Context: an optimization exercise on an open-source flow, tuned for small area and a short achievable clock period. The choices shown serve that exercise and are no tape-out recipe.
The RTL was checked by simulation tests, not by an equivalence proof against the original design.
No activity file was given, so power comes from the tool's default toggle rates.

===== design/flow/run.sh =====
#!/bin/bash
# synth_recipe.tcl (not shown) runs the flow's synth.tcl, then flattens the netlist and writes it again
# the make line also repeats each setting of config.mk as NAME=value (left out here)
make -C /OpenROAD-flow-scripts/flow DESIGN_CONFIG=/design/flow/config.mk WORK_HOME=/design/flow/orfs CLKGATE_MAP_FILE= SYNTH_SCRIPT=/design/flow/synth_recipe.tcl finish

===== design/flow/config.mk =====
export PLATFORM = sky130hd
export DESIGN_NAME = mem_port_arbiter
export DESIGN_NICKNAME = mem_port_arbiter
export VERILOG_FILES = /design/flow/design.v
export SDC_FILE = /design/flow/constraint.sdc
export NUM_CORES = 4
export LEC_CHECK = 0
export CAP_MARGIN = 20
export CORE_MARGIN = 2
export CORE_UTILIZATION = 40
export SLEW_MARGIN = 20

===== design/flow/constraint.sdc =====
create_clock -name core_clock -period 6.0 [get_ports {clk}]
set_input_delay 1.2000 -clock core_clock [delete_from_list [all_inputs] [get_ports {clk}]]
set_output_delay 1.2000 -clock core_clock [all_outputs]
set_load 0.01 [all_outputs]

===== design/flow/design.v =====
module mem_port_arbiter #(
  parameter int unsigned IN_DEPTH    = 16,
  parameter int unsigned AFULL_SLACK = 4,
  parameter int unsigned TAG_DEPTH   = 64
) (
  input  logic        clk,
  input  logic        rst,
  input  logic        req_0_vld_in,
  input  logic [47:0] req_0_address_in,
  output logic        req_0_afull_out,
  input  logic        req_1_vld_in,
  input  logic [47:0] req_1_address_in,
  output logic        req_1_afull_out,
  input  logic        req_2_vld_in,
  input  logic [47:0] req_2_address_in,
  output logic        req_2_afull_out,
  input  logic        rsp_0_afull_in,
  output logic        rsp_0_write_en_out,
  output logic [63:0] rsp_0_data_out,
  input  logic        rsp_1_afull_in,
  output logic        rsp_1_write_en_out,
  output logic [63:0] rsp_1_data_out,
  input  logic        rsp_2_afull_in,
  output logic        rsp_2_write_en_out,
  output logic [63:0] rsp_2_data_out,
  input  logic        mem_rq_afull_in,
  output logic        mem_rq_vld_out,
  output logic [47:0] mem_rq_address_out,
  output logic        mem_rs_afull_out,
  input  logic        mem_rs_write_en_in,
  input  logic [63:0] mem_rs_data_in,
  output logic        idle_out,
  output logic        err_out
);
  localparam int unsigned NREQ      = 3;
  localparam int unsigned ID_W      = 2;
  localparam int unsigned AW        = 48;
  localparam int unsigned DW        = 64;
  localparam int unsigned IN_PW     = $clog2(IN_DEPTH);
  localparam int unsigned IN_CW     = IN_PW + 1;
  localparam int unsigned TAG_PW    = $clog2(TAG_DEPTH);
  localparam int unsigned TAG_CW    = TAG_PW + 1;
  localparam int unsigned AFULL_LVL = IN_DEPTH - AFULL_SLACK;
  logic [NREQ-1:0] push_vld;
  logic [AW-1:0]   push_addr [NREQ];
  logic [NREQ-1:0] rsp_afull;
  assign push_vld     = {req_2_vld_in, req_1_vld_in, req_0_vld_in};
  assign push_addr[0] = req_0_address_in;
  assign push_addr[1] = req_1_address_in;
  assign push_addr[2] = req_2_address_in;
  assign rsp_afull    = {rsp_2_afull_in, rsp_1_afull_in, rsp_0_afull_in};
  logic [AW-1:0]    in_mem     [NREQ][IN_DEPTH];
  logic [IN_PW-1:0] in_wr_ptr  [NREQ];
  logic [IN_PW-1:0] in_rd_ptr  [NREQ];
  logic [IN_CW-1:0] in_cnt     [NREQ];
  logic [IN_CW-1:0] in_cnt_nxt [NREQ];
  logic [NREQ-1:0]  in_nonempty;
  logic [NREQ-1:0]  in_full;
  logic [NREQ-1:0]  push_ok;
  logic [NREQ-1:0]  push_drop;
  logic [NREQ-1:0]  pop;
  logic [NREQ-1:0]  req_afull;
  logic             in_all_empty_nxt;
  logic [ID_W-1:0]  last_id;
  logic [ID_W-1:0]  grant_id;
  logic [ID_W-1:0]  cand;
  logic             grant_vld;
  logic             issue_ok;
  logic [AW-1:0]    pop_addr;
  logic             rq_vld;
  logic [AW-1:0]    rq_addr;
  logic [ID_W-1:0]   tag_mem [TAG_DEPTH];
  logic [TAG_PW-1:0] tag_wr_ptr;
  logic [TAG_PW-1:0] tag_rd_ptr;
  logic [TAG_CW-1:0] tag_cnt;
  logic [TAG_CW-1:0] tag_cnt_nxt;
  logic [ID_W-1:0]   tag_head;
  logic              tag_pop;
  logic              rs_orphan;
  logic [NREQ-1:0] rsp_we;
  logic [DW-1:0]   rsp_data [NREQ];
  logic            err;
  logic            rs_afull;
  logic            idle;
  always_comb begin
    for (int unsigned r = 0; r < NREQ; r++) begin
      in_nonempty[r] = (in_cnt[r] != '0);
      in_full[r]     = (in_cnt[r] == IN_CW'(IN_DEPTH));
      push_ok[r]     = push_vld[r] && !in_full[r];
      push_drop[r]   = push_vld[r] && in_full[r];
    end
  end
  always_comb begin
    grant_vld = 1'b0;
    grant_id  = '0;
    cand      = '0;
    issue_ok  = !mem_rq_afull_in && (tag_cnt < TAG_CW'(TAG_DEPTH));
    for (int unsigned k = 1; k <= NREQ; k++) begin
      cand = ID_W'((32'(last_id) + k) % NREQ);
      if (issue_ok && !grant_vld && in_nonempty[cand]) begin
        grant_vld = 1'b1;
        grant_id  = cand;
      end
    end
  end
  assign pop_addr = in_mem[grant_id][in_rd_ptr[grant_id]];
  always_comb begin
    in_all_empty_nxt = 1'b1;
    for (int unsigned r = 0; r < NREQ; r++) begin
      pop[r]        = grant_vld && (grant_id == ID_W'(r));
      in_cnt_nxt[r] = in_cnt[r] + IN_CW'(push_ok[r]) - IN_CW'(pop[r]);
      if (in_cnt_nxt[r] != '0) begin
        in_all_empty_nxt = 1'b0;
      end
    end
  end
  always_ff @(posedge clk) begin
    for (int unsigned r = 0; r < NREQ; r++) begin
      if (push_ok[r]) begin
        in_mem[r][in_wr_ptr[r]] <= push_addr[r];
      end
    end
  end
  always_ff @(posedge clk) begin
    if (rst) begin
      for (int unsigned r = 0; r < NREQ; r++) begin
        in_wr_ptr[r] <= '0;
        in_rd_ptr[r] <= '0;
        in_cnt[r]    <= '0;
      end
      req_afull <= '0;
    end else begin
      for (int unsigned r = 0; r < NREQ; r++) begin
        if (push_ok[r]) begin
          in_wr_ptr[r] <= in_wr_ptr[r] + IN_PW'(1);
        end
        if (pop[r]) begin
          in_rd_ptr[r] <= in_rd_ptr[r] + IN_PW'(1);
        end
        in_cnt[r]    <= in_cnt_nxt[r];
        req_afull[r] <= (in_cnt_nxt[r] >= IN_CW'(AFULL_LVL));
      end
    end
  end
  always_ff @(posedge clk) begin
    if (rst) begin
      rq_vld  <= 1'b0;
      rq_addr <= '0;
      last_id <= ID_W'(NREQ - 1);
    end else begin
      rq_vld <= grant_vld;
      if (grant_vld) begin
        rq_addr <= pop_addr;
        last_id <= grant_id;
      end
    end
  end
  assign tag_pop     = mem_rs_write_en_in && (tag_cnt != '0);
  assign rs_orphan   = mem_rs_write_en_in && (tag_cnt == '0);
  assign tag_head    = tag_mem[tag_rd_ptr];
  assign tag_cnt_nxt = tag_cnt + TAG_CW'(grant_vld) - TAG_CW'(tag_pop);
  always_ff @(posedge clk) begin
    if (grant_vld) begin
      tag_mem[tag_wr_ptr] <= grant_id;
    end
  end
  always_ff @(posedge clk) begin
    if (rst) begin
      tag_wr_ptr <= '0;
      tag_rd_ptr <= '0;
      tag_cnt    <= '0;
    end else begin
      if (grant_vld) begin
        tag_wr_ptr <= tag_wr_ptr + TAG_PW'(1);
      end
      if (tag_pop) begin
        tag_rd_ptr <= tag_rd_ptr + TAG_PW'(1);
      end
      tag_cnt <= tag_cnt_nxt;
    end
  end
  always_ff @(posedge clk) begin
    if (rst) begin
      rsp_we <= '0;
      for (int unsigned r = 0; r < NREQ; r++) begin
        rsp_data[r] <= '0;
      end
    end else begin
      for (int unsigned r = 0; r < NREQ; r++) begin
        rsp_we[r] <= tag_pop && (tag_head == ID_W'(r));
        if (tag_pop && (tag_head == ID_W'(r))) begin
          rsp_data[r] <= mem_rs_data_in;
        end
      end
    end
  end
  always_ff @(posedge clk) begin
    if (rst) begin
      err      <= 1'b0;
      rs_afull <= 1'b0;
      idle     <= 1'b1;
    end else begin
      err      <= err | (|push_drop) | rs_orphan;
      rs_afull <= |rsp_afull;
      idle     <= in_all_empty_nxt && (tag_cnt_nxt == '0) && !tag_pop;
    end
  end
  assign req_0_afull_out    = req_afull[0];
  assign req_1_afull_out    = req_afull[1];
  assign req_2_afull_out    = req_afull[2];
  assign rsp_0_write_en_out = rsp_we[0];
  assign rsp_1_write_en_out = rsp_we[1];
  assign rsp_2_write_en_out = rsp_we[2];
  assign rsp_0_data_out     = rsp_data[0];
  assign rsp_1_data_out     = rsp_data[1];
  assign rsp_2_data_out     = rsp_data[2];
  assign mem_rq_vld_out     = rq_vld;
  assign mem_rq_address_out = rq_addr;
  assign mem_rs_afull_out   = rs_afull;
  assign idle_out           = idle;
  assign err_out            = err;
endmodule

==> metrics.md <==
| Metric | Value |
|---|---|
| Top cells by instance count after synthesis | `2432 x edfxtp_1, 1046 x nand2_1, 662 x mux2i_1` |
| Reg-to-reg setup timing slack | `0.70 ns` |
| Min cycle time layout | `about 5.3 ns` |
| Wire length per cell | `28.8 µm` |
| Most frequent CP cell | `buf_12` |
| Starting density of the core | `0.402` |
| Final slew viol count | `0` |
| WP data arrival | `6.08 ns` |
| CP Capture Type | `flop` |
| Top cell type's share of synthesized area | `0.687` |
| Aggregate global routing overflow | `0` |
| Register area share after synthesis | `0.747` |
| Max IR drop VDD | `0.600 mV` |
| Buffers added on ports | `467` |
| Worst flop-to-flop path startpoint | `in_cnt[0][2]` |
| Antenna viol nets, final | `0` |
| Skew final | `between 0.09 and 0.1 ns` |
| Synth area leaders | `edfxtp_1 69%, mux2i_1 6.2%, dfxtp_1 6.0%` |
| Setup WS post-layout | `0.699 ns` |
| Die Ht | `519 µm` |
| Core area | `~0.26 mm²` |
| Vias in the first global route | `slightly above 60000` |
| Most numerous cell in the Yosys netlist | `edfxtp_1` |
| Antenna violations before repair | `between 50 and 60` |
| Vias per cell | `5.67` |
| Relative slew slack | `0.197` |
| Syn Nets | `7076` |
| Final hold viol count | `0` |
| FF/Latch Area | `0.0794 mm²` |
| Crit path capture | `rq_addr[47]` |
| Worst Reg-to-Reg Cells | `14` |
| Hold Path Class | `flop to flop` |
| Max incr delay on CP | `0.81 ns` |
| Reg2reg end | `rq_addr[47]` |
| EDFF count, synth | `around 2400` |
| Routed vias | `63500` |
| Placed Area | `0.117 mm²` |
| Mapped Cells | `~7000` |
| Layout cells sized above 1 | `0.124` |
| Pin count of the biggest net entering global routing | `116` |
| Area leader, netlist | `edfxtp_1` |
| Post-Place Setup Slack | `-0.140 ns` |
| Critical path startpoint | `in_cnt[0][2]` |
| Final Net Count | `7692` |
| CTS tree | `built` |
| Maximum clock path buffer count | `4` |
| CP startpoint kind | `flop` |
| Mean Syn Cell Area | `15.6 µm²` |
| Design area | `0.126 mm²` |
| RSZ-0062 raised after global routing | `false` |
| Critical Path Slowest Stage Cell | `a21oi_1` |
| Multi-input logic area | `0.0253 mm²` |
| Num ports | `468` |
| Final WL | `322000 µm` |
| Post-Syn Area | `roughly 0.11 mm²` |
| YS warnings | `7` |
| Power Density | `483 mW/mm²` |
| H-tree lvl count | `5` |
| Synth Flop Type | `edfxtp_1` |
| Overall routing resource usage | `0.233` |
| Clk pin slew, worst setup/hold paths | `0.06 ns` |
| DPL Wire Length | `around 200000 µm` |
| FFs w/ async S/R, synth | `0` |
| Leak Pwr | `42.1 nW` |
| Critical path peak fanout | `between 40 and 50` |
| Row cnt | `around 190` |
| Post-synthesis register bit count | `roughly 2700` |
| Worst skew pair latency | `0.97 ns` |
| First-pass GRT wire length | `approximately 460000 µm` |
| Clk sink count | `2748` |
| Cell Chain, Critical Path | `inv_1 > ha_1 > nor4b_4 > a211oi_1 > or3_1 > inv_2 > o311ai_4 > buf_12 > buf_12 > buf_12 > mux4_2 > a211o_1 > a21oi_1 > a31oi_1` |
| Max-cap violations | `0` |
| Root Driver | `clkbuf_16` |
| Die width | `just over 500 µm` |
| Setup TNS | `0 ns` |
| Setup violators final | `0` |
| Filler cells | `22200` |
| GP Congestion | `0.839` |
| Die area | `~0.27 mm²` |
| Initial DRC Count | `7543` |
| Worst EP required | `6.78 ns` |
| Distinct cells, synth | `75` |
| Crit Path Class | `flop to flop` |
| Fin crit share | `0.883` |
| CTS resizes | `0` |
| Setup bufs post-CTS | `0` |
| Hold_buf cts | `0` |
| Area Growth Syn to Fin | `18.8%` |
| Worst Max-Slew Pin Slew | `1.20 ns` |
| Total CTS buffers | `303` |
| Max Freq | `189 MHz` |
| DRT Pass-1 Iters | `8` |
| Status | `complete, no violations` |
| Post-route DRC | `0` |
[metrics by stage]
stage	power (mW)	utilization	cells	hold WS, ns
after floorplan	35.5	-	6811	0.459
final	61.0	0.477	11200	0.491
after global placement	43.1	0.441	10700	0.472
after CTS	61.2	0.477	11200	0.490
after global routing	63.4	0.477	11200	0.515
after detailed placement	43.3	0.441	10700	0.479
[cells in the final DEF (no fill, tap or decap), types with 26 or more instances in the layout]
master,count
nand4_1,41
clkinv_1,37
clkbuf_16,309
buf_4,178
a21oi_1,247
a31oi_1,106
mux4_2,175
a32oi_1,26
ha_1,43
o21ai_0,46
mux2i_1,662
a211o_1,52
dfxtp_1,314
inv_1,36
a211oi_1,72
a221oi_1,45
nand3_1,313
buf_12,71
clkinv_2,41
edfxtp_1,2432
o22ai_1,105
clkdlybuf4s50_1,466
nand2_1,1043
clkbuf_1,61
nor2_1,328
clkbuf_8,30
nor2_4,39
[critical path: cells and delay by family (launching register included)]
kind                       cells  cell delay [ns]
muxes                          1             0.57
DFF                            1             0.34
adders and majority gates      1             0.23
and+or+nand+nor                2             0.76
AOI/OAI and AO/OA              5             2.14
buffers and inverters          5             1.02
[power by group]
part           switching [mW]  internal, mW  total (mW)
Combinational            12.5          7.73        20.2
Sequential              0.730          22.0        22.7
Clock                    7.39          10.7        18.1
[area by class of cell]
class                           instances  share of cell area
Multi-Input combinational cell       3616               0.200
Clock buffer                          401              0.0663
Tap cell                             3533              0.0350
Antenna cell                           18            0.000357
Sequential cell                      2748               0.628
Inverter                               40             0.00119
Clock inverter                        119             0.00929
Timing Repair Buffer                  718              0.0592
[cell families (layout without fill, tap and decap cells)]
logic type | count (synthesis) | after routing | share of synthesized area
mux | 837 | 837 | 0.0995
fa+ha+maj | 47 | 47 | 0.00582
buf+inv | 447 | 1278 | 0.0199
flops | 2748 | 2748 | 0.747
xor+xnor | 38 | 38 | 0.00313
other cells | 0 | 18 | 0
compound gates | 782 | 782 | 0.0485
simple gates | 1912 | 1912 | 0.0763
[flip-flops by register name, indices dropped and copies added (netlist names), named ones only]
| signal | count |
|---|---|
| in_mem | 2304 |
| rsp_data | 192 |
| in_wr_ptr | 12 |
| idle | 1 |
| rq_addr | 48 |
| rsp_we | 3 |
| tag_wr_ptr | 6 |
| last_id | 2 |
| in_rd_ptr | 12 |
| rs_afull | 1 |
| tag_cnt | 7 |
| in_cnt | 15 |
| tag_rd_ptr | 6 |
| req_afull | 3 |
| err | 1 |
| tag_mem | 128 |
| rq_vld | 1 |
[routing by layer]
layer  global-route usage  wire, µm  vias up
met5                    0       241        -
met4               0.0806     11500       34
met3               0.0514     30200      597
met2                0.368    149000     3056
met1                0.319    131000    32600
li1                     -         -    27200
[worst min-delay path by stage]
stage / startpoint / to / cells after the start
6_report: rsp_data[0][35] / rsp_data[0][35] / 2
5_1_grt: rsp_data[1][51] / rsp_data[1][51] / 2
4_1_cts: in_rd_ptr[2][0] / in_rd_ptr[2][0] / 2
3_5_place_dp: rsp_data[2][56] / rsp_data[2][56] / 2
3_3_place_gp: rsp_data[0][23] / rsp_data[0][23] / 2
2_1_floorplan: tag_rd_ptr[5] / flop / 2

separate check: timing with driven ports:
In the flow no input, the clock included, has a driving cell. The finished layout below was timed again as built, in two steps. Step 1, drivers: a clkbuf_16 drives clk and a buf_2 each remaining input, both assumed. Step 2 also shifts input and output timing later by t, the mid clock arrival at the registers, as if the neighbouring blocks saw the same clock. a / b / c = ideal / step 1 / step 2; a / b = the first two.
shift t [ns]: 1.022
setup slack, ns: 0.699 / 0.699 / -0.294
hold WS [ns]: 0.491 / 0.491 / 0.491
latest minus earliest clock arrival (ns): 0.108 / 0.108
cell pins on the clock port's net: 1
Met with ideal ports but missed after step 2: setup timing in this run. The setup slack of this run moves by 0.000 ns with the drivers and by -0.993 ns with both steps.
